From an optimization exercise on the open Yosys and OpenROAD flow, aimed at small area; shortcuts taken in it are not production practice. Function was checked by simulation only, so behaviour that the tests miss may differ from the original. Power figures rest on the tool's default switching activity, not on a simulated workload.

==> flow/design.v (excerpt) <==
module angle_slew_limiter_unit
(
    input  logic               clk,
    input  logic               rst_n,
    input  logic               cfg_valid,
    output logic               cfg_ready,
    input  logic [31:0]        cfg_max_rate,
    input  logic               frame_valid,
    output logic               frame_ready,
    input  logic signed [15:0] frame_tgt_x,
    input  logic signed [15:0] frame_tgt_y,
    input  logic signed [15:0] frame_src_x,
    input  logic signed [15:0] frame_src_y,
    input  logic [31:0]        frame_stamp_us,
    output logic               result_valid,
    input  logic               result_ready,
    output logic signed [15:0] result_angle,
    output logic               result_was_limited,
    output logic               result_was_held
);
    localparam logic [2:0] S_IDLE = 3'd0;
    localparam logic [2:0] S_CORD = 3'd1;
    localparam logic [2:0] S_MUL  = 3'd2;
    localparam logic [2:0] S_WAIT = 3'd3;
    localparam logic [2:0] S_PA   = 3'd4;
    localparam logic [2:0] S_PB   = 3'd5;
    localparam logic [2:0] S_ACC  = 3'd6;
    localparam logic [2:0] S_MW   = 3'd7;
    logic [2:0]  st_q, st_n;
    logic [4:0]  ph_q, ph_n;
    logic [5:0]  cnt_q, cnt_n;
    logic [31:0] rate_q, rate_n;
    logic [16:0] lr_q, lr_n;        
    logic        rok_q, lok_q;        
    logic        xnz_q, hz_q, hz_n;
    logic [15:0] cur_q, cur_n;
    logic        rv_q, rv_n;
    logic        lim_q, lim_n;
    logic [16:0] xn_q, yn_q, x_q, y_q, l_q, l_n, h_q, h_n;
    logic [33:0] rg_q;              
    logic        cx_q, cx_n, cy_q, cy_n, cl_q, cl_n, ch_q, ch_n;
    logic        dir_q, dir_n, ysgn_q, ysgn_n, ynz_q, ynz_n;
    logic        bw_q, bw_n, dq0_q, dd1_q, dd2_q, rc1n_q, rc2n_q;
    logic        sat_q, sat_n, dneg_q, dneg_n;
    logic        b1_q, b1_n, b2_q, b2_n, c3_q, c3_n;
    wire ph0  = (ph_q == 5'd0);
    wire ph15 = (ph_q == 5'd15);
    wire ph16 = ph_q[4];
    wire cord    = (st_q == S_CORD);
    wire vec_q   = cnt_q[5];
    wire ld      = cord && (cnt_q[4:0] == 5'd0);
    wire it      = cord && (cnt_q[4:0] != 5'd0);
    wire xy_live = cord && (cnt_q[4:0] != 5'd16);
    wire mul     = (st_q == S_MUL);
    wire pa      = (st_q == S_PA);
    wire pb      = (st_q == S_PB);
    wire [3:0] cc4 = cnt_q[3:0];    
    wire        inj_t = (st_q == S_MW) && ph16;
    wire        inj_s = cord && (cnt_q == 6'd16) && ph16;
  ...
Size in the first run: about 170 flip-flops, ~150 I/O pins, ~0.0080 sq mm of cells after synthesis.
clock: 7.5 ns
lec_check: 0
cap_margin: 20
core_margin: 2
core_utilization: 65
gpl_timing_driven: 0
slew_margin: 20
standard.sh (not shown) runs the stock make flow with config.mk's settings and CLKGATE_MAP_FILE= SYNTH_SCRIPT=/design/flow/synth_recipe.tcl, a recipe that flattens the netlist after the stock synthesis.
==> flow/flow/run.sh <==
#!/bin/bash
# Layout: the standard flow (standard.sh) unchanged, except that
#  - the port buffers that global placement inserts are buf_1 cells, and
#  - clock tree synthesis uses clkbuf_8 buffers and adds no dummy loads.
export BUFFER_PORTS_ARGS="-buffer_cell sky130_fd_sc_hd__buf_1"
export CTS_ARGS="-sink_clustering_enable -repair_clock_nets -buf_list sky130_fd_sc_hd__clkbuf_8 -dont_use_dummy_load"
bash standard.sh "$@" > run_standard.log 2>&1
Change:
GPL_TIMING_DRIVEN = not set   (was 0)
What happened:
- worst setup slack is better by 0.35 ns
- total power goes down by 3.0%
- register-to-register slack is better by 0.35 ns
- global-route usage goes down by 3.4 points


## v6
angle_slew_limiter_unit, a different RTL version from the one above (not shown whole).
Size: roughly 670 cells after synthesis, ~150 I/O pins, ~8100 µm² of cells after synthesis.
export LEC_CHECK = 0
export CAP_MARGIN = 20
export CORE_MARGIN = 2
export CORE_UTILIZATION = 65
export SLEW_MARGIN = 20
create_clock -name core_clock -period 7.5 [get_ports {clk}]
==> flow/flow/run.sh <==
#!/bin/bash
# Layout: the standard flow (standard.sh) unchanged, except that
#  - the port buffers that global placement inserts are buf_1 cells, and
#  - clock tree synthesis clusters the flip-flops under clkbuf_8 buffers and
#    adds no dummy loads.
export BUFFER_PORTS_ARGS="-buffer_cell sky130_fd_sc_hd__buf_1"
export CTS_ARGS="-sink_clustering_enable -sink_clustering_size 25 -sink_clustering_max_diameter 150 -sink_clustering_levels 1 -repair_clock_nets -buf_list sky130_fd_sc_hd__clkbuf_8 -dont_use_dummy_load"
bash standard.sh "$@" > run_standard.log 2>&1
The final layout from v6, which completed every stage, passed the timing, design-rule and antenna checks at the end of the flow.
## Diff of input files: v7 against v6
- CORE_UTILIZATION: 65 -> 80
==> flow/flow/run.sh <==
#!/bin/bash
# Layout: the standard flow (standard.sh) unchanged, except that
#  - the port buffers that global placement inserts are buf_1 cells, and
#  - clock tree synthesis uses clkbuf_8 buffers and adds no dummy loads.
export BUFFER_PORTS_ARGS="-buffer_cell sky130_fd_sc_hd__buf_1"
export CTS_ARGS="-sink_clustering_enable -repair_clock_nets -buf_list sky130_fd_sc_hd__clkbuf_8 -dont_use_dummy_load"
bash standard.sh "$@" > run_standard.log 2>&1
Notes after the runs:
- The maximum fanout encountered on the critical timing path reported for v7 is smaller than that of v6 by 3.
- Comparing v7 and v6, the lower endpoint arrival time on the critical path was measured on v6.
- Utilization after layout in v7 is 17 points above v6.

re-timing with driven ports:
The flow's constraints put no driver on any port. The routed layouts listed below were extracted and timed again, unchanged, in two steps.
Step 1 assumes that a clkbuf_16 drives the clock port and a buf_2 every other input.
Step 2 also shifts input and output timing later by t, the mid clock arrival at the registers, as if the neighbouring blocks saw the same clock.
Three values: ideal, step 1, step 2; two values: the first two.
run	t (ns)	setup WS [ns]	cell pins on the clock port's net
the first run of note 1	0.481	0.745 / 0.745 / 0.745	1
the second run of note 1	0.464	1.100 / 1.100 / 1.100	1
v6	0.474	1.077 / 1.077 / 1.077	1
v7	0.508	0.394 / 0.394 / 0.394	1
After both steps setup and hold are still met in every run listed.
